This is an optimization exercise on Yosys and OpenROAD, whose aim is small area, not a production implementation.
At most, simulation tests tie the RTL to the original design; equivalence was not proved.
Function not checked in runs 5 and 6: the RTL went through the layout flow alone.
Power figures rest on the tool's default switching activity, not on a simulated workload.

==> design/flow/design.v <==
package riscv_pkg;
  localparam int ALU     = 0;
  localparam int SFT     = 1;
  localparam int BU      = 2;
  localparam int LSU     = 3;
  localparam int NB_UNIT = 4;
  localparam int ADD  = 0;
  localparam int SUB  = 1;
  localparam int AND  = 2;
  localparam int OR   = 3;
  localparam int XOR  = 4;
  localparam int SLT  = 5;
  localparam int SLTU = 6;
  localparam int SLL  = 7;
  localparam int SRL  = 8;
  localparam int SRA  = 9;
  localparam int BEQ  = 10;
  localparam int BNE  = 11;
  localparam int BLT  = 12;
  localparam int BGE  = 13;
  localparam int JAL  = 14;
  localparam int JALR = 15;
  localparam int LD   = 16;
  localparam int ST   = 17;
  localparam int NB_OPERATION = 18;
  localparam int SZ_B = 0;
  localparam int SZ_H = 1;
  localparam int SZ_W = 2;
  typedef struct packed {
    logic [32-1:0]        pc;
    logic                    rd_v;
    logic [5-1:0]     rd_adr;
    logic [32:0]          rs1_data;
    logic [32:0]          rs2_data;
    logic [32-1:0]        immediat;
    logic [2:0]              access_size;
    logic                    unsign_extension;
    logic [NB_UNIT-1:0]      unit;
    logic [NB_OPERATION-1:0] operation;
  } dec_exe_t;
  typedef struct packed {
    logic             adr_v;
    logic [32-1:0] adr;
    logic             is_store;
    logic [32-1:0] store_data;
    logic [2:0]       access_size;
  } mem_req_t;
  typedef struct packed {
    logic                v;
    logic [5-1:0] adr;
    logic [32-1:0]    data;
  } wbk_t;
  typedef struct packed {
    logic [32-1:0] pc;
    logic             branch_instr;
    logic             feedback;
    logic             success;
    logic             failed;
  } pred_fb_t;
endpackage
`timescale 1ns/1ps
import riscv_pkg::*;
module exe_top (
  input  logic                     clk,
  input  logic                     reset_n,
  input  logic [32-1:0]         dec_pc_i,
  input  logic                     dec_rd_v_i,
  input  logic [5-1:0]      dec_rd_adr_i,
  input  logic [32:0]           dec_rs1_data_i,
  input  logic [32:0]           dec_rs2_data_i,
  input  logic [32-1:0]         dec_immediat_i,
  input  logic [2:0]               dec_access_size_i,
  input  logic                     dec_unsign_extension_i,
  input  logic [NB_UNIT-1:0]       dec_unit_i,
  input  logic [NB_OPERATION-1:0]  dec_operation_i,
  input  logic                     pred_v_i,
  input  logic                     pred_is_taken_i,
  input  logic [32-1:0]         load_data_i,
  output logic                     mem_adr_v_o,
  output logic [32-1:0]         mem_adr_o,
  output logic                     mem_is_store_o,
  output logic [32-1:0]         mem_store_data_o,
  output logic [2:0]               mem_access_size_o,
  output logic                     exe_fwd_v_o,
  output logic [5-1:0]      exe_fwd_adr_o,
  output logic [32-1:0]         exe_fwd_data_o,
  output logic                     wbk_v_o,
  output logic [5-1:0]      wbk_adr_o,
  output logic [32-1:0]         wbk_data_o,
  output logic                     flush_v_q_o,
  output logic [32-1:0]         pc_data_q_o,
  output logic [32-1:0]         pred_fb_pc_o,
  output logic                     pred_fb_branch_instr_o,
  output logic                     pred_fb_feedback_o,
  output logic                     pred_fb_success_o,
  output logic                     pred_fb_failed_o
);
  logic [32-1:0] rs1, rs2, imm, pc;
  logic [NB_OPERATION-1:0] op;
  assign rs1 = dec_rs1_data_i[32-1:0];
  assign rs2 = dec_rs2_data_i[32-1:0];
  assign imm = dec_immediat_i;
  assign pc  = dec_pc_i;
  assign op  = dec_operation_i;
  logic             flush_q;
  logic             flush_dly_q;
  logic             wbk_v_q;
  logic [5-1:0] wbk_adr_q;
  logic [32-1:0] wbk_data_q;
  logic [32-1:0] pc_data_q;
  logic             bi_q, fb_q, ok_q, ko_q;
  function automatic logic [32:0] add_cla(input logic [32-1:0] p,
                                             input logic [32-1:0] g,
                                             input logic cin);
    logic [32-1:0] s;
    logic [32/4:0] bc;
    logic             c, gk, pk;
    bc[0] = cin;
    for (int k = 0; k < 32/4; k++) begin
      gk = 1'b0;
      pk = 1'b1;
      c  = bc[k];
      for (int i = 4*k; i < 4*k+4; i++) begin
        s[i] = p[i] ^ c;
        c    = g[i] | (p[i] & c);
        gk   = g[i] | (p[i] & gk);
        pk   = pk & p[i];
      end
      bc[k+1] = gk | (pk & bc[k]);
    end
    add_cla = {bc[32/4], s};
  endfunction
  function automatic logic [32:0] add_cla_fast(input logic [32-1:0] p,
                                                  input logic [32-1:0] g,
                                                  input logic cin);
    logic [32-1:0] s;
    logic [32/4:0] bc;
    logic             gk, pk;
    bc[0] = cin;
    for (int k = 0; k < 32/4; k++) begin
      gk = 1'b0;
      pk = 1'b1;
      for (int i = 4*k; i < 4*k+4; i++) begin
        s[i] = p[i] ^ (gk | (pk & bc[k]));
        gk   = g[i] | (p[i] & gk);
        pk   = pk & p[i];
      end
      bc[k+1] = gk | (pk & bc[k]);
    end
    add_cla_fast = {bc[32/4], s};
  endfunction
  function automatic logic [32-1:0] inc4(input logic [32-1:0] a);
    logic bc, pk;
    bc = 1'b1;
    inc4[1:0] = a[1:0];
    for (int k = 0; k < 8; k++) begin
      pk = 1'b1;
      for (int i = 2 + 4*k; i < 6 + 4*k && i < 32; i++) begin
        inc4[i] = a[i] ^ (bc & pk);
        pk      = pk & a[i];
      end
      bc = bc & pk;
    end
  endfunction
  function automatic logic [32-1:0] dec4(input logic [32-1:0] a);
    logic bb, zk;
    bb = 1'b1;
    dec4[1:0] = a[1:0];
    for (int k = 0; k < 8; k++) begin
      zk = 1'b1;
      for (int i = 2 + 4*k; i < 6 + 4*k && i < 32; i++) begin
        dec4[i] = a[i] ^ (bb & zk);
        zk      = zk & ~a[i];
      end
      bb = bb & zk;
    end
  endfunction
  logic cancel;
  assign cancel = flush_q | flush_dly_q;
  logic             use_imm, use_pc, jal, jalr, jump;
  logic [32-1:0] opa, opb;
  logic [32:0]   sum;
  assign jal     = op[JAL];
  assign jalr    = op[JALR];
  assign jump    = jal | jalr;
  assign use_imm = dec_unit_i[LSU] | dec_unit_i[BU];
  assign use_pc  = dec_unit_i[BU] & ~jalr;
  assign opa = use_pc ? pc : rs1;
  assign opb = use_imm ? imm : (rs2 ^ {32{op[SUB]}});
  logic [32-1:0] ap, ag;
  assign ap  = opa ^ opb;
  assign ag  = opa & opb;
  assign sum = add_cla(ap, ag, op[SUB]);
  logic [32-1:0] cx;
  logic [32:0]   cdiff;
  logic less, equal, taken;
  assign cx    = rs1 ^ rs2;
  assign cdiff = add_cla(~cx, rs1 & ~rs2, 1'b1);
  assign less  = (dec_rs1_data_i[32] ^ dec_rs2_data_i[32]) ? dec_rs1_data_i[32] : ~cdiff[32];
  assign equal = cx == '0;
  assign taken = (op[BEQ] & equal) | (op[BNE] & ~equal) | (op[BLT] & less) | (op[BGE] & ~less);
  logic [32-1:0] pc_inc;
  assign pc_inc = inc4(pc);
  logic [32-1:0] sh_in, sh_out, sh_rev;
  logic             sh_fill;
  always_comb begin
    for (int i = 0; i < 32; i++) sh_in[i] = op[SLL] ? rs1[32-1-i] : rs1[i];
  end
  assign sh_fill = op[SRA] & rs1[32-1];
  logic [32:0] sh_tmp;
  assign sh_tmp = $signed({sh_fill, sh_in}) >>> rs2[4:0];
  assign sh_out = sh_tmp[32-1:0];
  always_comb begin
    for (int i = 0; i < 32; i++) sh_rev[i] = sh_out[32-1-i];
  end
  logic [32-1:0] ld;
  logic             ld_fill;
  assign ld_fill = ~dec_unsign_extension_i
                 & (dec_access_size_i[SZ_B] ? load_data_i[7] : load_data_i[15]);
  assign ld[7:0]   = load_data_i[7:0];
  assign ld[15:8]  = dec_access_size_i[SZ_B] ? {8{ld_fill}} : load_data_i[15:8];
  assign ld[31:16] = dec_access_size_i[SZ_W] ? load_data_i[31:16] : {16{ld_fill}};
  logic [32-1:0] res;
  assign res = ({32{op[ADD] | op[SUB]}} & sum[32-1:0])
             | ({32{op[AND] | op[OR]}} & ag)
             | ({32{op[XOR] | op[OR]}} & ap)
             | {{(32-1){1'b0}}, (op[SLT] | op[SLTU]) & less}
             | ({32{op[SLL]}} & sh_rev)
             | ({32{op[SRL] | op[SRA]}} & sh_out)
             | ({32{dec_unit_i[BU]}} & pc_inc)
             | ({32{op[LD]}} & ld);
  logic bu_en, pred_ok, fwd_v;
  assign bu_en   = dec_unit_i[BU] & ~cancel;
  assign pred_ok = pred_v_i & (pred_is_taken_i == (taken | jump));
  assign fwd_v   = dec_rd_v_i & ~cancel;
  assign mem_adr_v_o       = dec_unit_i[LSU] & ~cancel;
  assign mem_is_store_o    = op[ST] & ~cancel;
  assign mem_adr_o         = sum[32-1:0];
  assign mem_store_data_o  = rs2;
  assign mem_access_size_o = dec_access_size_i;
  assign exe_fwd_v_o    = fwd_v;
  assign exe_fwd_adr_o  = dec_rd_adr_i;
  assign exe_fwd_data_o = res;
  always_ff @(posedge clk or negedge reset_n) begin
    if (!reset_n) begin
      wbk_v_q     <= 1'b0;
      flush_q     <= 1'b0;
      flush_dly_q <= 1'b0;
      bi_q        <= 1'b0;
      fb_q        <= 1'b0;
      ok_q        <= 1'b0;
      ko_q        <= 1'b0;
    end else begin
      wbk_v_q     <= fwd_v;
      flush_q     <= bu_en & ~pred_ok;
      flush_dly_q <= flush_q;
      bi_q        <= bu_en;
      fb_q        <= bu_en & pred_v_i;
      ok_q        <= bu_en & pred_ok;
      ko_q        <= bu_en & (pred_v_i ? ~pred_ok : (taken | jump));
    end
  end
  always_ff @(posedge clk) begin
    wbk_adr_q  <= dec_rd_adr_i;
    wbk_data_q <= res;
    pc_data_q  <= (taken | jump) ? {sum[32-1:1], sum[0] & ~jalr} : pc_inc;
  end
  assign wbk_v_o                = wbk_v_q;
  assign wbk_adr_o              = wbk_adr_q;
  assign wbk_data_o             = wbk_data_q;
  assign flush_v_q_o            = flush_q;
  assign pc_data_q_o            = pc_data_q;
  assign pred_fb_pc_o           = dec4(wbk_data_q);
  assign pred_fb_branch_instr_o = bi_q;
  assign pred_fb_feedback_o     = fb_q;
  assign pred_fb_success_o      = ok_q;
  assign pred_fb_failed_o       = ko_q;
endmodule
==> design/flow/flow/run.sh <==
#!/bin/bash
# Standard ORFS layout (the standard.sh), with the port buffers and the
# synthesis pass-through buffers made from the smallest buffer cell, and the
# buffers ABC inserts removed at floorplan (repair_design re-buffers).
bash standard.sh \
  BUFFER_PORTS_ARGS="-buffer_cell sky130_fd_sc_hd__buf_1" \
  MIN_BUF_CELL_AND_PORTS="sky130_fd_sc_hd__buf_1 A X" \
  REMOVE_ABC_BUFFERS=1 \
  finish > standard.log 2>&1
==> design/flow/standard.sh <==
#!/bin/bash
# synth_recipe.tcl (not shown) runs the flow's synth.tcl, then flattens the netlist and writes it again
# the make line also repeats each setting of config.mk as NAME=value (left out here)
make -C /OpenROAD-flow-scripts/flow DESIGN_CONFIG=/design/flow/config.mk WORK_HOME=/design/flow/orfs CLKGATE_MAP_FILE= SYNTH_SCRIPT=/design/flow/synth_recipe.tcl "${@:-finish}"
==> design/flow/config.mk <==
export PLATFORM = sky130hd
export DESIGN_NAME = exe_top
export DESIGN_NICKNAME = exe_top
export VERILOG_FILES = /design/flow/design.v
export SDC_FILE = /design/flow/constraint.sdc
export NUM_CORES = 4
export LEC_CHECK = 0
export ABC_AREA = 1
export CAP_MARGIN = 0
export CORE_AREA = 5 5 145 145
export CTS_BUF_LIST = sky130_fd_sc_hd__clkbuf_8
export DIE_AREA = 0 0 150 150
export GPL_TIMING_DRIVEN = 0
export SETUP_SLACK_MARGIN = 0.2
export SLEW_MARGIN = 0
==> design/flow/constraint.sdc <==
create_clock -name core_clock -period 8.0 [get_ports {clk}]
set_input_delay 1.6000 -clock core_clock [delete_from_list [all_inputs] [get_ports {clk}]]
set_output_delay 1.6000 -clock core_clock [all_outputs]
set_load 0.01 [all_outputs]
==> results of run 1 <==
## final cells by class
type	instances	area share
antenna	1	0.000212
clock inverter	7	0.00776
multi-input combinational	1163	0.600
timing repair buffer	419	0.149
tap	265	0.0282
inverter	227	0.0728
clock buffer	9	0.0105
sequential	76	0.132
## Yosys cell counts (3+ instances only)
cell / instances
a211oi_1: 8
a21oi_1: 86
a221oi_1: 13
a22oi_1: 6
a31oi_1: 7
buf_1: 50
buf_2: 12
clkbuf_1: 56
clkinv_1: 3
dfrtp_1: 7
dfxtp_1: 69
fa_1: 24
ha_1: 84
inv_1: 220
inv_2: 4
mux2i_1: 20
nand2_1: 391
nand2_2: 5
nand3_1: 41
nand4_1: 21
nor2_1: 94
nor2_2: 4
nor2_4: 4
nor3_1: 7
nor4_1: 5
o2111ai_1: 13
o211ai_1: 14
o21a_1: 21
o21ai_0: 203
o22ai_1: 6
or2_2: 5
xnor2_1: 46
xor2_1: 16
## cell usage in the layout (no fill, tap or decap), drive strengths merged, types with 9 or more instances in the layout
cell type,Yosys,layout
buf,62,418
nand2,396,397
inv,224,226
o21ai,203,203
nor2,102,103
a21oi,86,86
ha,84,84
dfxtp,69,69
xnor2,46,46
nand3,43,43
fa,24,24
nand4,23,23
o21a,21,21
mux2i,20,20
xor2,16,16
o211ai,14,14
a221oi,13,13
o2111ai,13,13
clkbuf,56,10
nor3,9,9
## power by group through the flow
| stage | Clock [uW] | Combinational [uW] | Sequential, uW |
|---|---|---|---|
| 3_3_place_gp | 0 | 961 | 502 |
| 5_1_grt | 376 | 1120 | 503 |
| 6_report | 356 | 1010 | 495 |
| 3_5_place_dp | 0 | 975 | 503 |
| 2_1_floorplan | 0 | 546 | 544 |
| 4_1_cts | 359 | 993 | 495 |
## cell families after synthesis
group / count (synthesis) / synth area share
AOI/OAI and AO/OA: 385 / 0.223
xor gates and xnor gates: 62 / 0.0554
adders and majority gates: 108 / 0.156
buffers and inverters: 345 / 0.134
muxes: 22 / 0.0227
DFF: 76 / 0.159
and+or+nand+nor: 584 / 0.250
## routing by layer
metal / part of all wire / vias up / track usage
met2: 0.48 / 628 / 0.596
li1: - / 5787 / -
met4: 0.045 / 0 / 0.157
met1: 0.39 / 5487 / 0.420
met3: 0.091 / 99 / 0.0557
met5: 0 / - / 0
## path summary, 6_finish.rpt
check,start,to,cells past startpoint
worst min register to register,flush_q,flush_dly_q,0
max in group asynchronous,reset_n,flush_q,1
worst max-delay path,dec_operation_i[15],exe_fwd_data_o[26],27
worst max register to register,flush_q,ok_q,5
worst min-delay path,flush_q,flush_dly_q,0
min in group asynchronous,reset_n,wbk_v_q,1
## sequential cells by signal, indices dropped and copies added, names as in the netlist
name         flops
bi_q             1
ko_q             1
flush_dly_q      1
pc_data_q       32
fb_q             1
wbk_v_q          1
wbk_data_q      32
ok_q             1
wbk_adr_q        5
flush_q          1
## metrics by stage
step | total power [uW] | instances | TNS [ps] | hold slack (ps)
global placement | 1460 | 2136 | -245680 | 386
floorplan | 1090 | 1464 | -18350 | 435
detailed placement | 1480 | 2141 | -23310 | 392
global route | 2000 | 2167 | 0 | 430
finish | 1860 | 2167 | 0 | 410
CTS | 1850 | 2162 | 0 | 412
## what timing repair did
item / CTS / global route
endpoints found under the setup margin: 43 / 7
pin swaps: 5 / 9
gates cloned: 2 / 1
setup buffers: 3 / 3
gates resized for setup: 43 / 18
==> Implementation_results.wiki, run 1 <==
{| class="wikitable"
! Metric !! Value
|-
| Run status || no timing/DRC/antenna violations
|-
| Total gr overflow || 0
|-
| Via count of the first global-routing pass || 11,113
|-
| Highest attainable clock frequency || roughly 0.13 GHz
|-
| P&R area growth vs syn || 20.0%
|-
| Bufs on Longest Clock Path || 2
|-
| Clock transition at the register clock pins on the worst setup and hold paths after CTS || approximately 90 ps
|-
| Mapped Cells || roughly 1,600
|-
| Sequential share of power || 0.265
|-
| Vias per inst || around 5.5
|-
| Final number of setup-violating endpoints || 0
|-
| Worst setup margin || between 300 and 400 ps
|-
| RePlAce Congestion || between 0.9 and 1
|-
| Worst slew slack as a fraction of its limit || 0.214
|-
| Family of cells with the greatest summed delay on the critical path || adder cells
|-
| Slew at the pin closest to its max-slew limit || between 1000 and 1500 ps
|-
| Number of buffer cells added on primary ports || 407
|-
| CTS tree || yes
|-
| Post-route antenna net violation count || 0
|-
| Boundary pin count || 412
|-
| Die Height || 150 um
|-
| Layout cell share with drive strength beyond 1 || 0.0505
|-
| Share of synthesized area occupied by flip-flops and latches || 0.159
|-
| Std-Cell Rows || 51
|-
| Initial DRT Pass Iterations || 5
|-
| Leading post-synthesis cells by cell area || nand2_1, dfxtp_1, ha_1
|-
| VDD IR-drop max || 0.106 mV
|-
| Synth Warn # || 1
|-
| Critical-path top delay cell || fa_1
|-
| Number of buffers added by the clock tree synthesis step || 9
|-
| Internal cell power || 991 uW
|-
| Min cycle time layout || 7660 ps
|-
| Full die area || around 23,000 um^2
|-
| Post-detailed-placement half-perimeter wirelength || 32,800 um
|-
| Total power density per cell area || 158 nW/um^2
|-
| Max Cap Viol || 0
|-
| Pin count of the biggest net entering global routing || 48
|-
| Dpl cell area || 11,300 um^2
|-
| Post-detailed-route DRC marker count || 0
|-
| Mean post-synth cell area || 6.20 um^2
|-
| Proportion of synthesized flip-flops having asynchronous set or reset || 0.0921
|-
| Wire length after detailed routing || ~41,000 um
|-
| Share of total power consumed by net switching || 0.468
|-
| Worst Path Arrival || 6060 ps
|-
| Share of the clock period used by the worst path after layout || 0.958
|-
| Clock share of power || 0.191
|-
| Register bit count reported by yosys || 76
|-
| Relative contribution of combinational cells to total power || 0.543
|-
| Launching element type of the critical path || primary input
|-
| Total routing resource utilization after global routing || 0.345
|-
| Worst setup slack after placement || -1380 ps
|-
| Skew final || 0.243 ps
|-
| LEAKAGE || 0.00562 uW
|-
| Root buf cell || clkbuf_8
|-
| CP bufs+invs || 5
|-
| Unrepaired setup endpoints after global routing || no
|-
| Hold buffer count at cts || 0
|-
| Library cells used by synthesis || 46
|-
| Crit path kind || in2out
|-
| Setup slack of the worst register-to-register path || approximately 7000 ps
|-
| Number of nets in the layout || 2,202
|-
| Number of slew-limit violations in the final report || 0
|-
| Final standard cell utilization of the core || 0.607
|-
| Endpoint type of the worst setup path || primary output
|-
| Clock latency on the worst-skew pair || slightly below 400 ps
|-
| Number of H-tree levels || 3
|-
| Detail-routed net length per standard cell || 18.9 um
|-
| Iteration-0 DRC count of the detailed router || 930
|-
| Final-report hold violation count || 0
|-
| Fraction of synthesized cell area taken by the top area cell type || 0.150
|-
| Critical path fanouts, max || 14
|-
| Number of antenna violations at the first check in global routing || 1
|-
| Synth area leader || nand2_1
|-
| Filler Cells Inserted || 1,971
|-
| Horizontal die dimension || 150 um
|-
| Largest stage delay on the critical path || between 500 and 600 ps
|-
| Vias after detailed routing || 12,001
|-
| Count of clock tree sinks || between 70 and 80
|-
| Area of all sequential standard cells || approximately 1600 um^2
|-
| Synthesized cell area || 9810 um^2
|-
| Post-synth top flop || dfxtp_1
|-
| Number of flops mapped to enable cells by yosys || 0
|-
| Sw power || 873 uW
|-
| Core footprint || 19,400 um^2
|-
| Starting utilization of the core area || 0.506
|-
| Global-route wire length before repair || 60,100 um
|-
| Footprint of the multi-input gates || 7060 um^2
|-
| Finished layout cell area || 11,800 um^2
|-
| Hold Crit Class || reg2reg
|-
| Required time of the critical path || approximately 6400 ps
|}
==> run 2, diff against run 1 <==
--- a/design/flow/config.mk
+++ b/design/flow/config.mk
@@ -8,7 +8,7 @@
 export ABC_AREA = 1
 export CAP_MARGIN = 0
-export CORE_AREA = 5 5 145 145
+export CORE_AREA = 5 5 135 135
 export CTS_BUF_LIST = sky130_fd_sc_hd__clkbuf_8
-export DIE_AREA = 0 0 150 150
+export DIE_AREA = 0 0 140 140
 export GPL_TIMING_DRIVEN = 0
 export SETUP_SLACK_MARGIN = 0.2
==> run 2 against run 1 <==
Clock skew increased by 1.5 ps. The layout now fails its checks (max-slew violations). Critical path type unchanged. Synthesized cell count unchanged. Clock power decreased by 9.8%. Sequential share of layout area shrank 0.11 points. Wire length increased by 2.7%. Highest routed layer unchanged.
==> Implementation_results.wiki, run 2 <==
{| class="wikitable"
! Metric !! Value
|-
| Share of total power consumed by net switching || 0.472 (+0.00380)
|-
| Iteration-0 DRC count of the detailed router || 1,385 (+49%)
|-
| Cell with the most instances after synthesis || nand2_1
|-
| Mapped Cells || 1,582 (unchanged)
|-
| Vias per inst || 5.87 (+6.1%)
|-
| Core footprint || 16,600 um^2 (-15%)
|-
| Proportion of synthesized flip-flops having asynchronous set or reset || 0.0921 (unchanged)
|-
| Worst setup slack after placement || -1430 ps (-51.1 ps)
|-
| Area of all sequential standard cells || 1560 um^2 (unchanged)
|-
| Critical path fanouts, max || 4 (-10)
|-
| Finished layout cell area || 11,900 um^2 (+0.84%)
|-
| Worst slew slack as a fraction of its limit || -0.0180 (-0.232)
|-
| End point of the critical path || exe_fwd_data_o[31]
|-
| Post-detailed-placement half-perimeter wirelength || 32,400 um (-1.3%)
|-
| Final number of setup-violating endpoints || 0 (unchanged)
|-
| Leading post-synthesis cells by cell area || nand2_1, dfxtp_1, ha_1
|-
| Number of antenna repair diodes || 0 (-1)
|-
| Dpl cell area || 11,300 um^2 (-0.45%)
|-
| VDD IR-drop max || 0.126 mV (+19%)
|-
| Synthesized cell area || 9810 um^2 (unchanged)
|-
| End of the worst register-to-register path || ok_q
|-
| Bufs on Longest Clock Path || 2 (unchanged)
|-
| Most common cell after layout, fill and taps aside || buf_1
|-
| Highest attainable clock frequency || 0.131 GHz (+0.17%)
|-
| Initial DRT Pass Iterations || 9 (+4)
|-
| Starting utilization of the core area || 0.592 (+0.0859)
|-
| Layout Check Fail Reasons || max-slew violations
|-
| Detail-routed net length per standard cell || 19.7 um (+4.2%)
|-
| Clock share of power || 0.173 (-0.018)
|-
| Number of slew-limit violations in the final report || 8 (+8)
|-
| Run status || complete, but fails checks
|-
| Setup slack of the worst register-to-register path || 6970 ps (-20 ps)
|-
| List of most frequent post-synthesis cells || nand2_1, inv_1, o21ai_0
|-
| Post-detailed-route DRC marker count || 0 (unchanged)
|-
| Most used cell, CP || nand2_1
|-
| Sw power || 878 uW (+0.60%)
|-
| Footprint of the multi-input gates || 7090 um^2 (+0.37%)
|-
| Clock latency on the worst-skew pair || 380 ps (about the same)
|-
| Share of the clock period used by the worst path after layout || 0.956 (-0.00164)
|-
| Pin count of the biggest net entering global routing || 51 (+6.3%)
|-
| Synth area leader || nand2_1
|-
| P&R area growth vs syn || 21.1%
|-
| Global-route wire length before repair || 62,500 um (+3.9%)
|-
| Vias after detailed routing || 12,540 (+4.5%)
|-
| Critical-path top delay cell || fa_1
|-
| Number of buffer cells added on primary ports || 407 (unchanged)
|-
| Root buf cell || clkbuf_8
|-
| Max Cap Viol || 0 (unchanged)
|-
| Skew final || 1.73 ps (+1.49 ps)
|-
| Beginning of the critical path || dec_operation_i[15]
|-
| Mean post-synth cell area || 6.20 um^2 (unchanged)
|-
| Worst Path Arrival || 6050 ps (about the same)
|-
| Post-synth top flop || dfxtp_1
|-
| Synth Warn # || 1 (unchanged)
|-
| Largest stage delay on the critical path || 460 ps (-70 ps)
|-
| Number of H-tree levels || 3 (unchanged)
|-
| Unrepaired setup endpoints after global routing || yes
|-
| Horizontal die dimension || 140 um (-6.7%)
|-
| Number of buffers added by the clock tree synthesis step || 9 (unchanged)
|-
| Clock transition at the register clock pins on the worst setup and hold paths after CTS || 90 ps (about the same)
|-
| Count of clock tree sinks || 76 (unchanged)
|-
| Share of synthesized area occupied by flip-flops and latches || 0.159 (unchanged)
|-
| Total power density per cell area || 157 nW/um^2 (-1.0%)
|-
| RePlAce Congestion || 1.02 (+3.3%)
|-
| Number of antenna violations at the first check in global routing || 0 (-1)
|-
| FF-to-FF Start || flush_q
|-
| Total gr overflow || 0 (unchanged)
|-
| Relative contribution of combinational cells to total power || 0.560 (+0.017)
|-
| Filler Cells Inserted || 1,500 (-24%)
|-
| Boundary pin count || 412 (unchanged)
|-
| Post-route antenna net violation count || 0 (unchanged)
|-
| Fraction of synthesized cell area taken by the top area cell type || 0.150 (unchanged)
|-
| Library cells used by synthesis || 46 (unchanged)
|-
| Worst setup margin || 349 ps (+13.1 ps)
|-
| Slew at the pin closest to its max-slew limit || 1530 ps (+349 ps)
|-
| Total routing resource utilization after global routing || 0.398 (+0.0532)
|-
| Crit path kind || in2out
|-
| Internal cell power || 982 uW (-0.93%)
|-
| LEAKAGE || 0.00571 uW (+1.6%)
|-
| Hold Crit Class || reg2reg
|-
| Final-report hold violation count || 0 (unchanged)
|-
| Min cycle time layout || 7650 ps (-13.1 ps)
|-
| Launching element type of the critical path || primary input
|-
| Largest registers || pc_data_q x32, wbk_data_q x32, wbk_adr_q x5
|-
| Endpoint type of the worst setup path || primary output
|-
| Std-Cell Rows || 47 (-7.8%)
|-
| Via count of the first global-routing pass || 11,808 (+6.3%)
|-
| Number of nets in the layout || 2,216 (+0.64%)
|-
| Required time of the critical path || 6400 ps (about the same)
|-
| Register bit count reported by yosys || 76 (unchanged)
|-
| Commonest cells after routing, fill and taps aside || buf_1, nand2_1, inv_1, o21ai_0, nor2_1
|-
| Die Height || 140 um (-6.7%)
|-
| Sequential share of power || 0.267 (+0.002)
|-
| Full die area || 19,600 um^2 (-13%)
|-
| CTS tree || yes
|-
| Number of flops mapped to enable cells by yosys || 0 (unchanged)
|-
| Wire length after detailed routing || 42,000 um (+2.7%)
|-
| Worst reg-to-reg path cell count || 5 (unchanged)
|-
| Layout cell share with drive strength beyond 1 || 0.0601 (+0.00955)
|-
| Hold buffer count at cts || 0 (unchanged)
|}
-- run 2: layout make-up --
type / instances / share of cell area
flip-flops and latches: 76 / 0.131
well taps: 220 / 0.0232
inverters: 227 / 0.0722
multi-input cells: 1163 / 0.597
repair buffers: 433 / 0.160
clock buffers: 10 / 0.0116
clock inverters: 6 / 0.00516
-- run 2: through the flow --
stage	TNS (ps)	cells	util	hold WS, ps	power [uW]
finish	0	2135	0.716	413	1860
global placement	-223290	2091	0.673	384	1450
detailed placement	-24550	2096	0.680	396	1470
floorplan	-18350	1464	-	435	1090
global route	0	2135	0.716	432	1990
CTS	0	2121	0.704	416	1810
-- run 2: per-layer routing --
layer,share of wire,vias to the layer above,GRT usage,wire length (um)
li1,-,5822,-,-
met1,0.37,5630,0.477,15400
met2,0.46,899,0.671,19300
met3,0.11,189,0.0832,4630
met4,0.064,0,0.212,2700
met5,0,-,0,0
-- run 2: timing repair --
action / CTS / global route
cloned: 3 / 1
pin swaps: 6 / 13
setup buffers: 6 / 13
resized for setup: 42 / 30
setup endpoints to repair: 46 / 9
-- run 2: worst max-delay path, delay by kind of cell --
kind                       cells  cell delay [ps]
buffers and inverters          5              640
adders and majority gates      4             1580
and+or+nand+nor               14             1220
AOI/OAI and AO/OA              6              830
xor gates and xnor gates       1              180
-- run 2: how the worst min path moves through the flow --
stage	start	end	depth (start not counted)
after global placement	flush_q	flush_dly_q	0
final	flush_q	flush_dly_q	0
after floorplan	flush_q	flush_dly_q	0
after CTS	flush_q	flush_dly_q	0
after detailed placement	flush_q	flush_dly_q	0
after global routing	flush_q	flush_dly_q	0
-- run 2: logic make-up after synthesis --
logic type,share of synthesized area
mux,0.0227
simple gates,0.250
compound gates,0.223
buf+inv,0.134
xor+xnor,0.0554
flops,0.159
fa+ha+maj,0.156
-- run 2: power groups by stage --
stage / combinational (uW) / sequential, uW / clock, uW
2_1_floorplan: 546 / 544 / 0
3_3_place_gp: 950 / 502 / 0
3_5_place_dp: 970 / 504 / 0
4_1_cts: 992 / 496 / 323
5_1_grt: 1140 / 506 / 341
6_report: 1040 / 497 / 321
==> run 3, diff against run 2 <==
--- a/design/flow/config.mk
+++ b/design/flow/config.mk
@@ -8,8 +8,9 @@
 export ABC_AREA = 1
 export CAP_MARGIN = 0
-export CORE_AREA = 5 5 135 135
+export CORE_AREA = 5 5 145 145
 export CTS_BUF_LIST = sky130_fd_sc_hd__clkbuf_8
-export DIE_AREA = 0 0 140 140
+export DIE_AREA = 0 0 150 150
 export GPL_TIMING_DRIVEN = 0
-export SETUP_SLACK_MARGIN = 0.2
+export SETUP_SLACK_MARGIN = 0.15
 export SLEW_MARGIN = 0
+export TNS_END_PERCENT = 5
==> run 3 against run 2 <==
Clock-buffer cell count decreased by 1. Design area decreased by 0.96%. Critical endpoint is now exe_fwd_data_o[26]. Area after synthesis unchanged. Combinational power about the same. Sequential power about the same. Critical path depth decreased by 3. Sequential cell count unchanged. Utilization decreased by 11 points. Largest cell class unchanged. Clock skew decreased by 0.70 ps. Now clean on timing, DRC and antenna. Die area increased by 15%.
==> Implementation_results.wiki, run 3 <==
{| class="wikitable"
! Metric !! Value
|-
| Sequential share of power || 0.266 (about the same)
|-
| Share of synthesized area occupied by flip-flops and latches || 0.159 (unchanged)
|-
| Slew at the pin closest to its max-slew limit || 1160 ps (-364 ps)
|-
| VDD IR-drop max || 0.105 mV (-16%)
|-
| Fraction of synthesized cell area taken by the top area cell type || 0.150 (unchanged)
|-
| Worst slew slack as a fraction of its limit || 0.224 (+0.242)
|-
| Critical path fanouts, max || 14 (+10)
|-
| Synthesized cell area || 9810 um^2 (unchanged)
|-
| Std-Cell Rows || 51 (+8.5%)
|-
| Post-route antenna net violation count || 0 (unchanged)
|-
| Final number of setup-violating endpoints || 0 (unchanged)
|-
| Post-detailed-placement half-perimeter wirelength || 32,800 um (+1.3%)
|-
| LEAKAGE || 0.00561 uW (-1.7%)
|-
| Finished layout cell area || 11,800 um^2 (-0.96%)
|-
| Number of flops mapped to enable cells by yosys || 0 (unchanged)
|-
| Global-route wire length before repair || 60,100 um (-3.9%)
|-
| Share of total power consumed by net switching || 0.468 (-0.00386)
|-
| Bufs on Longest Clock Path || 2 (unchanged)
|-
| Synth Warn # || 1 (unchanged)
|-
| Skew final || 1.04 ps (-0.696 ps)
|-
| List of most frequent post-synthesis cells || nand2_1, inv_1, o21ai_0
|-
| Total routing resource utilization after global routing || 0.345 (-0.0535)
|-
| Run status || no timing/DRC/antenna violations
|-
| Synth area leader || nand2_1
|-
| Post-synth top flop || dfxtp_1
|-
| Boundary pin count || 412 (unchanged)
|-
| Library cells used by synthesis || 46 (unchanged)
|-
| Internal cell power || 990 uW (+0.78%)
|-
| Horizontal die dimension || 150 um (+7.1%)
|-
| Number of buffers added by the clock tree synthesis step || 9 (unchanged)
|-
| Aggregate negative setup slack || 0 ps (unchanged)
|-
| Mapped Cells || 1,582 (unchanged)
|-
| Required time of the critical path || 6400 ps (about the same)
|-
| Post-layout power || 1860 uW (about the same)
|-
| Post-detailed-route DRC marker count || 0 (unchanged)
|-
| Clock latency on the worst-skew pair || 390 ps (about the same)
|-
| Total power density per cell area || 158 nW/um^2 (+1.0%)
|-
| Number of H-tree levels || 3 (unchanged)
|-
| Detail-routed net length per standard cell || 18.9 um (-4.0%)
|-
| Largest registers || pc_data_q x32, wbk_data_q x32, wbk_adr_q x5
|-
| Hold buffer count at cts || 0 (unchanged)
|-
| Total gr overflow || 0 (unchanged)
|-
| Number of nets in the layout || 2,201 (-0.68%)
|-
| Pin count of the biggest net entering global routing || 48 (-5.9%)
|-
| Layout cell share with drive strength beyond 1 || 0.0484 (-0.0116)
|-
| Highest attainable clock frequency || 0.130 GHz (-0.45%)
|-
| Die Height || 150 um (+7.1%)
|-
| Unrepaired setup endpoints after global routing || yes
|-
| Share of the clock period used by the worst path after layout || 0.961 (+0.00428)
|-
| Leading post-synthesis cells by cell area || nand2_1, dfxtp_1, ha_1
|-
| Initial DRT Pass Iterations || 5 (-4)
|-
| Iteration-0 DRC count of the detailed router || 873 (-37%)
|-
| Sw power || 871 uW (-0.77%)
|-
| Register bit count reported by yosys || 76 (unchanged)
|-
| Full die area || 22,500 um^2 (+15%)
|-
| Crit path kind || in2out
|-
| Relative contribution of combinational cells to total power || 0.543 (-0.017)
|-
| Clock transition at the register clock pins on the worst setup and hold paths after CTS || 90 ps (about the same)
|-
| Wire length after detailed routing || 40,900 um (-2.6%)
|-
| Endpoint type of the worst setup path || primary output
|-
| Dpl cell area || 11,300 um^2 (+0.45%)
|-
| Via count of the first global-routing pass || 11,110 (-5.9%)
|-
| Filler Cells Inserted || 1,971 (+31%)
|-
| Number of placed instances, taps included || 2,141 (+2.1%)
|-
| Commonest cells after routing, fill and taps aside || buf_1, nand2_1, inv_1, o21ai_0, nor2_1
|-
| Mean post-synth cell area || 6.20 um^2 (unchanged)
|-
| Launching element type of the critical path || primary input
|-
| Root buf cell || clkbuf_8
|-
| Number of slew-limit violations in the final report || 0 (-8)
|-
| Hold Crit Class || reg2reg
|-
| P&R area growth vs syn || 19.9%
|-
| CTS tree || yes
|-
| Starting utilization of the core area || 0.506 (-0.0859)
|-
| Clock share of power || 0.191 (+0.018)
|-
| Count of clock tree sinks || 76 (unchanged)
|-
| Max Cap Viol || 0 (unchanged)
|-
| Most common cell after layout, fill and taps aside || buf_1
|-
| Final-report hold violation count || 0 (unchanged)
|-
| Worst Path Arrival || 6080 ps (+30 ps)
|-
| Cell with the most instances after synthesis || nand2_1
|-
| Vias per inst || 5.55 (-5.5%)
|-
| RePlAce Congestion || 0.986 (-3.2%)
|-
| Number of standard cells in the layout, taps in and fillers out || 2,166 (+1.5%)
|-
| Number of antenna violations at the first check in global routing || 1 (+1)
|-
| Number of buffer cells added on primary ports || 407 (unchanged)
|-
| Min cycle time layout || 7680 ps (+34.2 ps)
|-
| Proportion of synthesized flip-flops having asynchronous set or reset || 0.0921 (unchanged)
|-
| Core footprint || 19,400 um^2 (+17%)
|-
| Vias after detailed routing || 12,027 (-4.1%)
|}
==> run 3: cell types whose count changed in the layout (fill, tap and decap cells not counted), moves of 2 or more <==
cell | before | now
a221oi_2 | 3 | 1
xnor2_1 | 44 | 46
buf_4 | 19 | 7
clkbuf_4 | 2 | 0
o21ai_1 | 4 | 0
xnor2_2 | 2 | 0
o21ai_0 | 199 | 203
a221oi_1 | 10 | 12
buf_6 | 2 | 0
==> run 3: critical path, cell delays in order <==
cell and delay (ps):
buf_2 140, inv_6 110, nand2_8 100, mux2_4 330, ha_1 300, inv_1 60, o21ai_0 160, nand2_1 90
nand3_2 100, nand2_1 80, nand2_2 110, nand4_1 120, nand3_2 100, nand3_1 80, nand3_2 100, nand3_1 80
nand2_1 100, nand2_1 70, nand2_2 100, inv_1 80, fa_2 400, fa_2 400, fa_1 530, o21ai_0 100
a221oi_1 260, nand4_1 200, buf_2 190
==> run 3: final cells by class <==
cell class / count / area (um^2) / area share
Inverter: 227 / 857 / 0.0729
Clock buffer: 9 / 124 / 0.0105
Multi-Input combinational cell: 1163 / 7060 / 0.600
Sequential cell: 76 / 1560 / 0.132
Tap cell: 265 / 332 / 0.0282
Antenna cell: 1 / 2.50 / 0.000213
Timing Repair Buffer: 418 / 1740 / 0.148
Clock inverter: 7 / 91.3 / 0.00777
==> run 3: worst paths after layout <==
kind | startpoint | endpoint | slack, ps | cells after the start
max | dec_operation_i[15] | exe_fwd_data_o[26] | 320 | 27
min | flush_q | flush_dly_q | 410 | 0
max reg2reg | flush_q | ok_q | 6990 | 5
min reg2reg | flush_q | flush_dly_q | 410 | 0
max in group asynchronous | reset_n | ok_q | 6680 | 1
min in group asynchronous | reset_n | wbk_v_q | 1070 | 1
==> run 3: power groups by stage <==
stage	logic (uW)	clock network (uW)	registers (uW)
3_5_place_dp	975	0	503
4_1_cts	991	359	495
2_1_floorplan	546	0	544
5_1_grt	1120	376	503
3_3_place_gp	961	0	502
6_report	1010	356	495
==> run 3: cells by family after synthesis <==
| group | share of synthesized area |
|---|---|
| xor gates and xnor gates | 0.0554 |
| and+or+nand+nor | 0.250 |
| muxes | 0.0227 |
| AOI/OAI and AO/OA | 0.223 |
| DFF | 0.159 |
| adders and majority gates | 0.156 |
| buffers and inverters | 0.134 |
==> run 3: repair_timing <==
item / CTS / global route
gates resized for setup: 40 / 16
setup endpoints to repair: 42 / 7
buffers inserted: 3 / 2
gates cloned: 2 / 1
pin swaps: 5 / 7
==> run 3: layer usage <==
metal	GRT usage	wire length, um	vias up
li1	-	-	5782
met1	0.420	15700	5515
met2	0.597	19600	630
met3	0.0554	3820	100
met4	0.156	1850	0
met5	0	0	-
==> run 3: per-stage QoR <==
step	util	hold WS, ps	setup slack, ps
floorplan	-	435	-1160
CTS	0.602	412	151
finish	0.606	411	315
global placement	0.578	386	-3960
detailed placement	0.584	392	-1380
global route	0.606	430	62.2
==> run 4, diff against run 3 <==
--- a/design/flow/design.v
+++ b/design/flow/design.v
@@ -191,5 +191,5 @@
   assign ap  = opa ^ opb;
   assign ag  = opa & opb;
-  assign sum = add_cla(ap, ag, op[SUB]);
+  assign sum = add_cla_fast(ap, ag, op[SUB]);
   logic [32-1:0] cx;
   logic [32:0]   cdiff;
==> run 4 against run 3 <==
Still clean. Sequential share of layout area increased by 0.17 points. Clock power down 2%. Via count rose by 1.6%. Design area fell by 1.2%. Register-to-register slack lost 50 ps. Utilization decreased by 0.75 points. Sequential cell count unchanged. Area after synthesis barely moved. Synthesized cell count increased by 2.0%. Worst hold slack got worse by 2.6 ps. First-iteration DRC count grew 38%. Critical path type unchanged. Largest cell class unchanged.
==> Implementation_results.wiki, run 4 <==
{| class="wikitable"
! Metric !! Value
|-
| Run status || no timing/DRC/antenna violations
|-
| GR met1 Demand/Resource || 0.480 (+0.0605)
|-
| Number of flops mapped to enable cells by yosys || 0 (unchanged)
|-
| Family of cells with the greatest summed delay on the critical path || simple AND/OR/NAND/NOR gates
|-
| Hold buffer count at cts || 0 (unchanged)
|-
| Fraction of synthesized cell area taken by the top area cell type || 0.156 (+0.00626)
|-
| CP bufs+invs || 4 (-1)
|-
| Most used cell, CP || nand2_1
|-
| Number of buffer cells added on primary ports || 407 (unchanged)
|-
| Final-layout worst hold slack || 409 ps (-2.57 ps)
|-
| Global-route wire length before repair || 62,500 um (+4.0%)
|-
| Worst Path Arrival || 6030 ps (-50 ps)
|-
| Critical-path top delay cell || fa_1
|-
| Crit path kind || in2out
|-
| Sw power || 918 uW (+5.4%)
|-
| Synth Warn # || 1 (unchanged)
|-
| Core footprint || 19,400 um^2 (unchanged)
|-
| Layout cell share with drive strength beyond 1 || 0.0389 (-0.00948)
|-
| Initial DRT Pass Iterations || 5 (unchanged)
|-
| Std-Cell Rows || 51 (unchanged)
|-
| Post-detailed-placement half-perimeter wirelength || 35,500 um (+8.0%)
|-
| Commonest cells after routing, fill and taps aside || nand2_1, buf_1, o21ai_0, inv_1, a21oi_1
|-
| Final number of setup-violating endpoints || 0 (unchanged)
|-
| Bufs on Longest Clock Path || 2 (unchanged)
|-
| Wire length after detailed routing || 43,500 um (+6.4%)
|-
| Starting utilization of the core area || 0.505 (about the same)
|-
| Number of H-tree levels || 3 (unchanged)
|-
| Iteration-0 DRC count of the detailed router || 1,201 (+38%)
|-
| Largest stage delay on the critical path || 580 ps (+50 ps)
|-
| Internal cell power || 980 uW (-1.0%)
|-
| Leading post-synthesis cells by cell area || nand2_1, dfxtp_1, ha_1
|-
| Die Height || 150 um (unchanged)
|-
| Critical path fanouts, max || 17 (+3)
|-
| Sequential share of power || 0.263 (-0.003)
|-
| Library cells used by synthesis || 50 (+8.7%)
|-
| Vias per inst || 5.58 (+0.44%)
|-
| Via count of the first global-routing pass || 10,970 (-1.3%)
|-
| Number of nets in the layout || 2,211 (+0.45%)
|-
| Cell with the most instances after synthesis || nand2_1
|-
| Total routing resource utilization after global routing || 0.363 (+0.0184)
|-
| Total power density per cell area || 163 nW/um^2 (+3.3%)
|-
| Clock share of power || 0.184 (-0.007)
|-
| Most common cell after layout, fill and taps aside || nand2_1
|-
| Synthesized cell area || 9800 um^2 (about the same)
|-
| Number of buffers added by the clock tree synthesis step || 9 (unchanged)
|-
| Launching element type of the critical path || primary input
|-
| Endpoint type of the worst setup path || primary output
|-
| List of most frequent post-synthesis cells || nand2_1, o21ai_0, inv_1
|-
| Synth area leader || nand2_1
|-
| LEAKAGE || 0.00550 uW (-2.0%)
|-
| VDD IR-drop max || 0.0792 mV (-25%)
|-
| Final-report hold violation count || 0 (unchanged)
|-
| Vias after detailed routing || 12,225 (+1.6%)
|-
| Relative contribution of combinational cells to total power || 0.554 (+0.011)
|-
| Unrepaired setup endpoints after global routing || no
|-
| Clock transition at the register clock pins on the worst setup and hold paths after CTS || 90 ps (about the same)
|-
| Mean post-synth cell area || 6.08 um^2 (-2.0%)
|-
| Total gr overflow || 0 (unchanged)
|-
| Post-route antenna net violation count || 0 (unchanged)
|-
| RePlAce Congestion || 0.980 (-0.56%)
|-
| Largest registers || pc_data_q x32, wbk_data_q x32, wbk_adr_q x5
|-
| Skew final || 0.477 ps (-0.560 ps)
|-
| Post-synth top flop || dfxtp_1
|-
| Most used routing layer || met2
|-
| Share of synthesized area occupied by flip-flops and latches || 0.159 (about the same)
|-
| GR Layer Usage met2 || 0.586 (-0.0104)
|-
| Max Cap Viol || 0 (unchanged)
|-
| Required time of the critical path || 6400 ps (about the same)
|-
| Share of the clock period used by the worst path after layout || 0.954 (-0.00699)
|-
| Min cycle time layout || 7630 ps (-55.9 ps)
|-
| Proportion of synthesized flip-flops having asynchronous set or reset || 0.0921 (unchanged)
|-
| Highest attainable clock frequency || 0.131 GHz (+0.73%)
|-
| Register bit count reported by yosys || 76 (unchanged)
|-
| Horizontal die dimension || 150 um (unchanged)
|-
| Mapped Cells || 1,613 (+2.0%)
|-
| Hold Crit Class || reg2reg
|-
| Clock latency on the worst-skew pair || 380 ps (about the same)
|-
| Slew at the pin closest to its max-slew limit || 1290 ps (+125 ps)
|-
| Worst slew slack as a fraction of its limit || 0.138 (-0.0868)
|-
| Post-detailed-route DRC marker count || 0 (unchanged)
|-
| Pin count of the biggest net entering global routing || 48 (unchanged)
|-
| P&R area growth vs syn || 18.5%
|-
| Detail-routed net length per standard cell || 19.9 um (+5.1%)
|-
| Count of clock tree sinks || 76 (unchanged)
|-
| CTS tree || yes
|-
| Full die area || 22,500 um^2 (unchanged)
|-
| Met3 routing resource usage after global routing || 0.0766 (+0.0212)
|-
| Number of standard cells in the layout, taps in and fillers out || 2,192 (+1.2%)
|-
| Root buf cell || clkbuf_8
|-
| Number of slew-limit violations in the final report || 0 (unchanged)
|-
| Number of placed instances, taps included || 2,170 (+1.4%)
|-
| Share of total power consumed by net switching || 0.484 (+0.0158)
|-
| Boundary pin count || 412 (unchanged)
|-
| Number of antenna violations at the first check in global routing || 1 (unchanged)
|}
==> run 4: through the flow <==
stage / power, uW / utilization / setup WS [ps] / area (um^2) / setup TNS (ps)
floorplan: 1100 / - / -135 / 9340 / -192
global placement: 1520 / 0.577 / -3080 / 11200 / -159550
detailed placement: 1530 / 0.584 / -636 / 11300 / -3520
finish: 1900 / 0.599 / 371 / 11600 / 0
CTS: 1880 / 0.598 / 158 / 11600 / 0
global route: 2020 / 0.599 / 181 / 11600 / 0
==> run 4: final timing paths <==
check	startpoint	endpoint	slack (ps)	depth (start not counted)
setup / recovery	dec_unit_i[2]	exe_fwd_data_o[28]	370	26
hold / removal	flush_q	flush_dly_q	410	0
setup reg to reg	flush_q	ok_q	6940	5
hold reg to reg	flush_q	flush_dly_q	410	0
max in group asynchronous	reset_n	bi_q	6660	1
min in group asynchronous	reset_n	wbk_v_q	1090	1
==> run 4: layer usage <==
layer / up-vias / wire length, um
met4: 0 / 1810
met5: - / 0
met2: 644 / 19400
met3: 105 / 4540
li1: 5910 / -
met1: 5566 / 17800
==> run 4: cell type report <==
cell class,count,area [um^2]
well taps,265,332
diodes,1,2.50
multi-input cells,1219,7080
clock inverters,7,98.8
clock buffers,9,124
flip-flops and latches,76,1560
fillers,2069,7780
inverters,200,751
repair buffers,415,1670
==> run 4: kinds of logic (layout without fill, tap and decap cells) <==
| group | after synthesis | in the layout | share of synthesized area |
|---|---|---|---|
| fa+ha+maj | 92 | 92 | 0.124 |
| buf+inv | 320 | 631 | 0.123 |
| compound gates | 399 | 399 | 0.230 |
| simple gates | 638 | 640 | 0.284 |
| xor+xnor | 77 | 77 | 0.0688 |
| other cells | 0 | 1 | 0 |
| flops | 76 | 76 | 0.159 |
| mux | 11 | 11 | 0.0115 |
==> run 4: power by group through the flow <==
stage / Combinational [uW] / Clock [uW] / Sequential (uW)
6_report: 1050 / 348 / 498
5_1_grt: 1150 / 366 / 506
4_1_cts: 1030 / 351 / 498
3_5_place_dp: 1020 / 0 / 508
3_3_place_gp: 1010 / 0 / 504
2_1_floorplan: 558 / 0 / 544
==> run 4: what timing repair did <==
item / 4_1_cts / 5_1_grt
setup endpoints to repair: 22 / 5
endpoints found under the hold margin: 0 / 0
setup buffers: 3 / 0
gates resized for setup: 5 / 10
gates cloned: 1 / 1
pin swaps: 1 / 1
==> run 5, diff against run 4 <==
--- a/design/flow/design.v
+++ b/design/flow/design.v
@@ -187,9 +187,10 @@
   assign use_pc  = dec_unit_i[BU] & ~jalr;
   assign opa = use_pc ? pc : rs1;
-  assign opb = use_imm ? imm : (rs2 ^ {32{op[SUB]}});
+  assign opb = ({32{use_imm}} & imm) | ({32{~use_imm & ~op[SUB]}} & rs2)
+             | ({32{~use_imm & op[SUB]}} & ~rs2);
   logic [32-1:0] ap, ag;
   assign ap  = opa ^ opb;
   assign ag  = opa & opb;
-  assign sum = add_cla_fast(ap, ag, op[SUB]);
+  assign sum = add_cla(ap, ag, op[SUB]);
   logic [32-1:0] cx;
   logic [32:0]   cdiff;
==> run 5 against run 4 <==
Still clean on timing, DRC and antenna. Clock power rose by 2%. Sequential cell count did not move. Cell count fell by 0.73%. Critical path depth rose by 5. Worst hold slack improved by 15 ps. Design area rose by 3.0%. Via count barely moved. Power fell by 0.37%. Clock skew rose by 17 ps. First-iteration DRC count fell by 14%. Clock-buffer cell count did not move. Critical endpoint is now exe_fwd_data_o[26].
==> Implementation_results.wiki, run 5 <==
{| class="wikitable"
! Metric !! Value
|-
| Initial DRT Pass Iterations || 6 (+1)
|-
| Final number of setup-violating endpoints || 0 (unchanged)
|-
| Endpoint type of the worst setup path || primary output
|-
| Filler Cells Inserted || 2,025 (-2.1%)
|-
| Sw power || 888 uW (-3.3%)
|-
| Number of placed instances, taps included || 2,136 (-1.6%)
|-
| Crit path kind || in2out
|-
| Global-route wire length before repair || 62,600 um (+0.22%)
|-
| Full die area || 22,500 um^2 (unchanged)
|-
| Fraction of synthesized cell area taken by the top area cell type || 0.157 (+0.00157)
|-
| Slew at the pin closest to its max-slew limit || 1400 ps (+111 ps)
|-
| Clock latency on the worst-skew pair || 400 ps (+20 ps)
|-
| Largest stage delay on the critical path || 600 ps (+20 ps)
|-
| Leading post-synthesis cells by cell area || nand2_1, dfxtp_1, ha_1
|-
| Iteration-0 DRC count of the detailed router || 1,032 (-14%)
|-
| Hold path startpoint || flush_q
|-
| Commonest cells after routing, fill and taps aside || nand2_1, buf_1, inv_1, o21ai_0, o21ai_1
|-
| Total gr overflow || 0 (unchanged)
|-
| Boundary pin count || 412 (unchanged)
|-
| Post-detailed-route DRC marker count || 0 (unchanged)
|-
| Most used cell, CP || nand2_2
|-
| P&R area growth vs syn || 23.0%
|-
| Number of buffers added by the clock tree synthesis step || 9 (unchanged)
|-
| CTS tree || yes
|-
| Aggregate negative setup slack || 0 ps (unchanged)
|-
| Beginning of the critical path || dec_unit_i[2]
|-
| Required time of the critical path || 6400 ps (about the same)
|-
| Launching element type of the critical path || primary input
|-
| LEAKAGE || 0.00577 uW (+4.9%)
|-
| Number of buffer cells added on primary ports || 407 (unchanged)
|-
| Number of standard cells in the layout, taps in and fillers out || 2,176 (-0.73%)
|-
| Internal cell power || 1000 uW (+2.3%)
|-
| Sequential share of power || 0.260 (-0.003)
|-
| Pin count of the biggest net entering global routing || 57 (+19%)
|-
| Number of antenna repair diodes || 0 (-1)
|-
| Std-Cell Rows || 51 (unchanged)
|-
| Horizontal die dimension || 150 um (unchanged)
|-
| Starting utilization of the core area || 0.501 (-0.00381)
|-
| Register bit count reported by yosys || 76 (unchanged)
|-
| Max Cap Viol || 0 (unchanged)
|-
| Vias after detailed routing || 12,215 (-0.082%)
|-
| Via count of the first global-routing pass || 11,473 (+4.6%)
|-
| Largest registers || pc_data_q x32, wbk_data_q x32, wbk_adr_q x5
|-
| Share of total power consumed by net switching || 0.470 (-0.0141)
|-
| Final standard cell utilization of the core || 0.617 (+0.0178)
|-
| Share of the clock period used by the worst path after layout || 0.976 (+0.0223)
|-
| Vias per inst || 5.61 (+0.65%)
|-
| Most common cell after layout, fill and taps aside || nand2_1
|-
| Bufs on Longest Clock Path || 2 (unchanged)
|-
| Library cells used by synthesis || 48 (-4.0%)
|-
| Count of clock tree sinks || 76 (unchanged)
|-
| Number of antenna violations at the first check in global routing || 0 (-1)
|-
| Wire length after detailed routing || 42,100 um (-3.2%)
|-
| Min cycle time layout || 7810 ps (+179 ps)
|-
| VDD IR-drop max || 0.0984 mV (+24%)
|-
| Core footprint || 19,400 um^2 (unchanged)
|-
| Unrepaired setup endpoints after global routing || yes
|-
| Highest attainable clock frequency || 0.128 GHz (-2.3%)
|-
| Clock share of power || 0.188 (+0.004)
|-
| Hold Crit Class || reg2reg
|-
| Number of slew-limit violations in the final report || 0 (unchanged)
|-
| Total routing resource utilization after global routing || 0.358 (-0.00542)
|-
| Detail-routed net length per standard cell || 19.4 um (-2.5%)
|-
| Mean post-synth cell area || 6.15 um^2 (+1.3%)
|-
| Skew final || 17.0 ps (+16.5 ps)
|-
| Synthesized cell area || 9730 um^2 (-0.75%)
|-
| Number of H-tree levels || 3 (unchanged)
|-
| Root buf cell || clkbuf_8
|-
| Proportion of synthesized flip-flops having asynchronous set or reset || 0.0921 (unchanged)
|-
| Area of all sequential standard cells || 1560 um^2 (unchanged)
|-
| Number of nets in the layout || 2,212 (+0.045%)
|-
| Relative contribution of combinational cells to total power || 0.552 (-0.002)
|-
| Mapped Cells || 1,581 (-2.0%)
|-
| Worst slew slack as a fraction of its limit || 0.0659 (-0.0717)
|-
| Post-synth top flop || dfxtp_1
|-
| Share of synthesized area occupied by flip-flops and latches || 0.160 (+0.00121)
|-
| Hold buffer count at cts || 0 (unchanged)
|-
| Worst setup slack after placement || -2330 ps (-1690 ps)
|-
| RePlAce Congestion || 0.938 (-4.3%)
|-
| List of most frequent post-synthesis cells || nand2_1, inv_1, o21ai_0
|-
| Run status || no timing/DRC/antenna violations
|-
| Footprint of the multi-input gates || 7100 um^2 (+0.27%)
|-
| Final-report hold violation count || 0 (unchanged)
|-
| Critical path fanouts, max || 5 (-12)
|-
| Die Height || 150 um (unchanged)
|-
| Worst setup margin || 192 ps (-179 ps)
|-
| Number of flops mapped to enable cells by yosys || 0 (unchanged)
|-
| FF-to-FF Start || flush_q
|-
| Clock transition at the register clock pins on the worst setup and hold paths after CTS || 110 ps (+20 ps)
|-
| Total power density per cell area || 158 nW/um^2 (-3.2%)
|-
| Worst Path Arrival || 6210 ps (+180 ps)
|-
| Critical-path top delay cell || fa_2
|-
| Synth area leader || nand2_1
|-
| Layout cell share with drive strength beyond 1 || 0.0706 (+0.0317)
|-
| Synth Warn # || 1 (unchanged)
|-
| Post-detailed-placement half-perimeter wirelength || 32,800 um (-7.6%)
|-
| Post-route antenna net violation count || 0 (unchanged)
|-
| Cell with the most instances after synthesis || nand2_1
|}
run 5: repair_timing:
item	CTS	global route
setup buffers	11	9
endpoints found under the setup margin	67	12
gates cloned	3	1
pin swaps	9	32
hold endpoints to repair	0	0
gates resized for setup	45	51
run 5: final cells by class:
| type | instances | share of cell area |
|---|---|---|
| timing repair inverter | 1 | 0.000628 |
| inverter | 236 | 0.0744 |
| multi-input combinational | 1150 | 0.594 |
| tap | 265 | 0.0277 |
| sequential | 76 | 0.130 |
| clock buffer | 9 | 0.0104 |
| clock inverter | 7 | 0.00764 |
| timing repair buffer | 432 | 0.156 |
run 5: stage by stage:
step	total power (uW)	cell area, um^2	hold slack [ps]
2_1_floorplan	1090	9260	435
5_1_grt	2040	12000	446
3_5_place_dp	1470	11200	402
6_report	1890	12000	424
3_3_place_gp	1460	11100	388
4_1_cts	1850	11700	428
run 5: path summary, 6_finish.rpt:
path | to | slack (ps) | cells past startpoint
hold / removal | flush_dly_q | 420 | 0
setup reg to reg | ko_q | 6950 | 5
hold reg to reg | flush_dly_q | 420 | 0
max in group asynchronous | bi_q | 6640 | 1
min in group asynchronous | ko_q | 1070 | 1
setup / recovery | exe_fwd_data_o[26] | 190 | 31
run 5: per-layer routing:
| layer | global-route usage | part of all wire | up-vias |
|---|---|---|---|
| li1 | - | - | 5836 |
| met1 | 0.447 | 0.38 | 5577 |
| met2 | 0.614 | 0.48 | 691 |
| met3 | 0.0545 | 0.094 | 111 |
| met4 | 0.150 | 0.041 | 0 |
| met5 | 0 | 0 | - |
run 5: power groups by stage:
stage	combinational, uW	clock, uW	sequential [uW]
after detailed placement	973	0	501
after global routing	1160	380	501
final	1040	355	492
after CTS	1000	361	492
after global placement	961	0	500
after floorplan	543	0	543
run 5: cell families (layout without fill, tap and decap cells):
family | count (synthesis) | count (layout) | share of synthesized area
muxes | 27 | 27 | 0.0279
adders and majority gates | 108 | 108 | 0.157
AOI/OAI and AO/OA | 405 | 405 | 0.235
and+or+nand+nor | 575 | 577 | 0.250
xor gates and xnor gates | 33 | 33 | 0.0305
DFF | 76 | 76 | 0.160
buffers and inverters | 357 | 685 | 0.139
run 5: worst max-delay path, delay by kind of cell:
family	cells	cell delay, ps
AOI/OAI and AO/OA	5	690
adders and majority gates	4	1600
buffers and inverters	7	850
and+or+nand+nor	15	1480
==> run 6, diff against run 5 <==
--- a/design/flow/design.v
+++ b/design/flow/design.v
@@ -114,12 +114,12 @@
                                              input logic cin);
     logic [32-1:0] s;
-    logic [32/4:0] bc;
+    logic [32/2:0] bc;
     logic             c, gk, pk;
     bc[0] = cin;
-    for (int k = 0; k < 32/4; k++) begin
+    for (int k = 0; k < 32/2; k++) begin
       gk = 1'b0;
       pk = 1'b1;
       c  = bc[k];
-      for (int i = 4*k; i < 4*k+4; i++) begin
+      for (int i = 2*k; i < 2*k+2; i++) begin
         s[i] = p[i] ^ c;
         c    = g[i] | (p[i] & c);
@@ -129,24 +129,5 @@
       bc[k+1] = gk | (pk & bc[k]);
     end
-    add_cla = {bc[32/4], s};
-  endfunction
-  function automatic logic [32:0] add_cla_fast(input logic [32-1:0] p,
-                                                  input logic [32-1:0] g,
-                                                  input logic cin);
-    logic [32-1:0] s;
-    logic [32/4:0] bc;
-    logic             gk, pk;
-    bc[0] = cin;
-    for (int k = 0; k < 32/4; k++) begin
-      gk = 1'b0;
-      pk = 1'b1;
-      for (int i = 4*k; i < 4*k+4; i++) begin
-        s[i] = p[i] ^ (gk | (pk & bc[k]));
-        gk   = g[i] | (p[i] & gk);
-        pk   = pk & p[i];
-      end
-      bc[k+1] = gk | (pk & bc[k]);
-    end
-    add_cla_fast = {bc[32/4], s};
+    add_cla = {bc[32/2], s};
   endfunction
   function automatic logic [32-1:0] inc4(input logic [32-1:0] a);
@@ -186,5 +167,9 @@
   assign use_imm = dec_unit_i[LSU] | dec_unit_i[BU];
   assign use_pc  = dec_unit_i[BU] & ~jalr;
-  assign opa = use_pc ? pc : rs1;
+  logic [32-1:0] rs1_rev;
+  always_comb begin
+    for (int i = 0; i < 32; i++) rs1_rev[i] = rs1[32-1-i];
+  end
+  assign opa = ({32{use_pc}} & pc) | ({32{op[SLL]}} & rs1_rev) | ({32{~use_pc & ~op[SLL]}} & rs1);
   assign opb = ({32{use_imm}} & imm) | ({32{~use_imm & ~op[SUB]}} & rs2)
              | ({32{~use_imm & op[SUB]}} & ~rs2);
@@ -205,7 +190,5 @@
   logic [32-1:0] sh_in, sh_out, sh_rev;
   logic             sh_fill;
-  always_comb begin
-    for (int i = 0; i < 32; i++) sh_in[i] = op[SLL] ? rs1[32-1-i] : rs1[i];
-  end
+  assign sh_in = opa;
   assign sh_fill = op[SRA] & rs1[32-1];
   logic [32:0] sh_tmp;
--- a/design/flow/config.mk
+++ b/design/flow/config.mk
@@ -12,5 +12,4 @@
 export DIE_AREA = 0 0 150 150
 export GPL_TIMING_DRIVEN = 0
-export SETUP_SLACK_MARGIN = 0.15
+export SETUP_SLACK_MARGIN = 0.2
 export SLEW_MARGIN = 0
-export TNS_END_PERCENT = 5
==> run 6 against run 5 <==
The layout now fails its checks (negative setup slack). Worst hold slack improved by 1.2 ps. Register-to-register slack got worse by 70 ps. Die area stayed put. Design area increased by 2.9%. Sequential share of layout area down 0.36 points. Combinational power is 14% higher. First-iteration DRC count grew 21%. Wire length is 6.1% higher. Worst setup slack got worse by 240 ps. Maximum frequency is 3.0% lower. Sequential cell count did not move. Via count increased by 0.21%.
==> Implementation_results.wiki, run 6 <==
{| class="wikitable"
! Metric !! Value
|-
| Post-synth top flop || dfxtp_1
|-
| Most used cell, CP || buf_6
|-
| Wire length after detailed routing || 44,700 um (+6.1%)
|-
| Via count of the first global-routing pass || 11,196 (-2.4%)
|-
| LEAKAGE || 0.00590 uW (+2.2%)
|-
| Pin count of the biggest net entering global routing || 41 (-28%)
|-
| Total gr overflow || 0 (unchanged)
|-
| Initial DRT Pass Iterations || 6 (unchanged)
|-
| Core footprint || 19,400 um^2 (unchanged)
|-
| Run status || complete, but fails checks
|-
| Register bit count reported by yosys || 76 (unchanged)
|-
| Post-route antenna net violation count || 0 (unchanged)
|-
| Layout Check Fail Reasons || negative setup slack
|-
| Number of buffer cells added on primary ports || 407 (unchanged)
|-
| Number of antenna violations at the first check in global routing || 1 (+1)
|-
| Clock latency on the worst-skew pair || 390 ps (about the same)
|-
| Slew at the pin closest to its max-slew limit || 1330 ps (-73.6 ps)
|-
| Vias per inst || 5.68 (+1.1%)
|-
| Required time of the critical path || 6400 ps (about the same)
|-
| Number of H-tree levels || 3 (unchanged)
|-
| Filler Cells Inserted || 1,880 (-7.2%)
|-
| Critical path fanouts, max || 6 (+1)
|-
| Family of cells with the greatest summed delay on the critical path || buffers and inverters
|-
| Horizontal die dimension || 150 um (unchanged)
|-
| Number of antenna repair diodes || 0 (unchanged)
|-
| Worst Path Arrival || 6450 ps (+240 ps)
|-
| Skew final || 2.91 ps (-14.1 ps)
|-
| Highest attainable clock frequency || 0.124 GHz (-3.0%)
|-
| Crit path kind || in2out
|-
| Layout cell share with drive strength beyond 1 || 0.123 (+0.0526)
|-
| Unrepaired setup endpoints after global routing || yes
|-
| Number of buffers added by the clock tree synthesis step || 9 (unchanged)
|-
| Most common cell after layout, fill and taps aside || buf_1
|-
| Fraction of synthesized cell area taken by the top area cell type || 0.167 (+0.00922)
|-
| Hold buffer count at cts || 0 (unchanged)
|-
| Min cycle time layout || 8050 ps (+239 ps)
|-
| VDD IR-drop max || 0.0944 mV (-4.1%)
|-
| Post-detailed-route DRC marker count || 0 (unchanged)
|-
| Synth Warn # || 1 (unchanged)
|-
| Worst setup margin || -46.5 ps (-239 ps)
|-
| Worst reg-to-reg path cell count || 5 (unchanged)
|-
| Bufs on Longest Clock Path || 2 (unchanged)
|-
| Number of flops mapped to enable cells by yosys || 0 (unchanged)
|-
| List of most frequent post-synthesis cells || nand2_1, inv_1, o21ai_0
|-
| Full die area || 22,500 um^2 (unchanged)
|-
| Post-detailed-placement half-perimeter wirelength || 32,700 um (-0.33%)
|-
| Area of all sequential standard cells || 1560 um^2 (unchanged)
|-
| Worst setup slack after placement || -2740 ps (-413 ps)
|-
| Synth area leader || nand2_1
|-
| Std-Cell Rows || 51 (unchanged)
|-
| Commonest cells after routing, fill and taps aside || buf_1, nand2_1, inv_1, o21ai_0
|-
| Proportion of synthesized flip-flops having asynchronous set or reset || 0.0921 (unchanged)
|-
| P&R area growth vs syn || 31.6%
|-
| Iteration-0 DRC count of the detailed router || 1,253 (+21%)
|-
| Final-report hold violation count || 0 (unchanged)
|-
| CP bufs+invs || 31 (+24)
|-
| Number of slew-limit violations in the final report || 0 (unchanged)
|-
| Root buf cell || clkbuf_8
|-
| CTS tree || yes
|-
| Launching element type of the critical path || primary input
|-
| Critical Path Stages || 38 (+23%)
|-
| Number of nets in the layout || 2,184 (-1.3%)
|-
| Cell with the most instances after synthesis || nand2_1
|-
| Final number of setup-violating endpoints || 3 (+3)
|-
| Synthesized cell area || 9350 um^2 (-3.9%)
|-
| Worst slew slack as a fraction of its limit || 0.115 (+0.0491)
|-
| Library cells used by synthesis || 51 (+6.3%)
|-
| Endpoint type of the worst setup path || primary output
|-
| Largest stage delay on the critical path || 420 ps (-180 ps)
|-
| Vias after detailed routing || 12,241 (+0.21%)
|-
| Leading post-synthesis cells by cell area || nand2_1, dfxtp_1, ha_1
|}
run 6: changes by cell type in the layout (fill, tap and decap cells not counted), sizes merged, moves of 11 or more:
cell    delta
a22o      +11
buf       +62
inv       -28
nand3     -23
nor2      -22
o211ai    +21
o21ai     -26
xor2      +14
run 6: cells by family (layout without fill, tap and decap cells):
family / after synthesis / after routing / share of synthesized area
compound gates: 401 / 401 / 0.252
flops: 76 / 76 / 0.167
buf+inv: 327 / 719 / 0.133
mux: 18 / 18 / 0.0193
fa+ha+maj: 100 / 100 / 0.147
simple gates: 535 / 537 / 0.245
xor+xnor: 40 / 40 / 0.0375
run 6: report_power, final:
part | internal, uW | switching (uW)
Clock | 112 | 177
Combinational | 432 | 759
Sequential | 463 | 33.2
Total | 1010 | 970
run 6: worst register-to-register path, cell delays in order, from the launching register on:
cell     delay, ps
dfrtp_1        410
nor2_1          90
inv_1          100
nor2_1         220
inv_1          110
nor2_1         120
run 6: layout make-up:
class / count / share of cell area
Inverter: 210 / 0.0660
Sequential cell: 76 / 0.126
Timing Repair inverter: 1 / 0.000407
Clock buffer: 9 / 0.0101
Multi-Input combinational cell: 1096 / 0.565
Timing Repair Buffer: 492 / 0.202
Tap cell: 265 / 0.0269
Clock inverter: 7 / 0.00376
run 6: through the flow:
stage / utilization / area, um^2 / TNS [ps] / instances / total power [uW]
2_1_floorplan: - / 8890 / -3570 / 1380 / 1100
3_3_place_gp: 0.554 / 10800 / -214810 / 2052 / 1490
3_5_place_dp: 0.558 / 10800 / -71290 / 2055 / 1500
4_1_cts: 0.615 / 11900 / 0 / 2139 / 1880
5_1_grt: 0.634 / 12300 / -766 / 2156 / 2100
6_report: 0.634 / 12300 / -106 / 2156 / 1980
run 6: path summary, 6_finish.rpt:
path                               start                end  slack [ps]
max                        dec_unit_i[2]  exe_fwd_data_o[1]         -50
min                              flush_q        flush_dly_q         430
max reg2reg                      flush_q               fb_q        6880
min reg2reg                      flush_q        flush_dly_q         430
max in group asynchronous        reset_n               ok_q        6660
min in group asynchronous        reset_n               bi_q        1080
run 6: metal layers:
metal / global-route usage / vias to the layer above / part of all wire / wire length, um
li1: - / 5725 / - / -
met1: 0.489 / 5557 / 0.39 / 17500
met2: 0.588 / 847 / 0.46 / 20500
met3: 0.0851 / 110 / 0.12 / 5380
met4: 0.118 / 2 / 0.031 / 1380
met5: 0 / - / 0.00029 / 13
run 6: what timing repair did:
item | in CTS | in global routing
setup buffers | 65 | 16
pin swaps | 42 | 46
gates cloned | 3 | 1
gates resized for setup | 116 | 55
endpoints found under the setup margin | 69 | 23

Check on run 6: ideal ports give -0.047 ns setup slack; a clkbuf_16 on the clock port and buf_2 on the inputs give -0.128 ns; moving port delays by the midpoint clock arrival (0.420 ns) as well gives -0.128 ns.
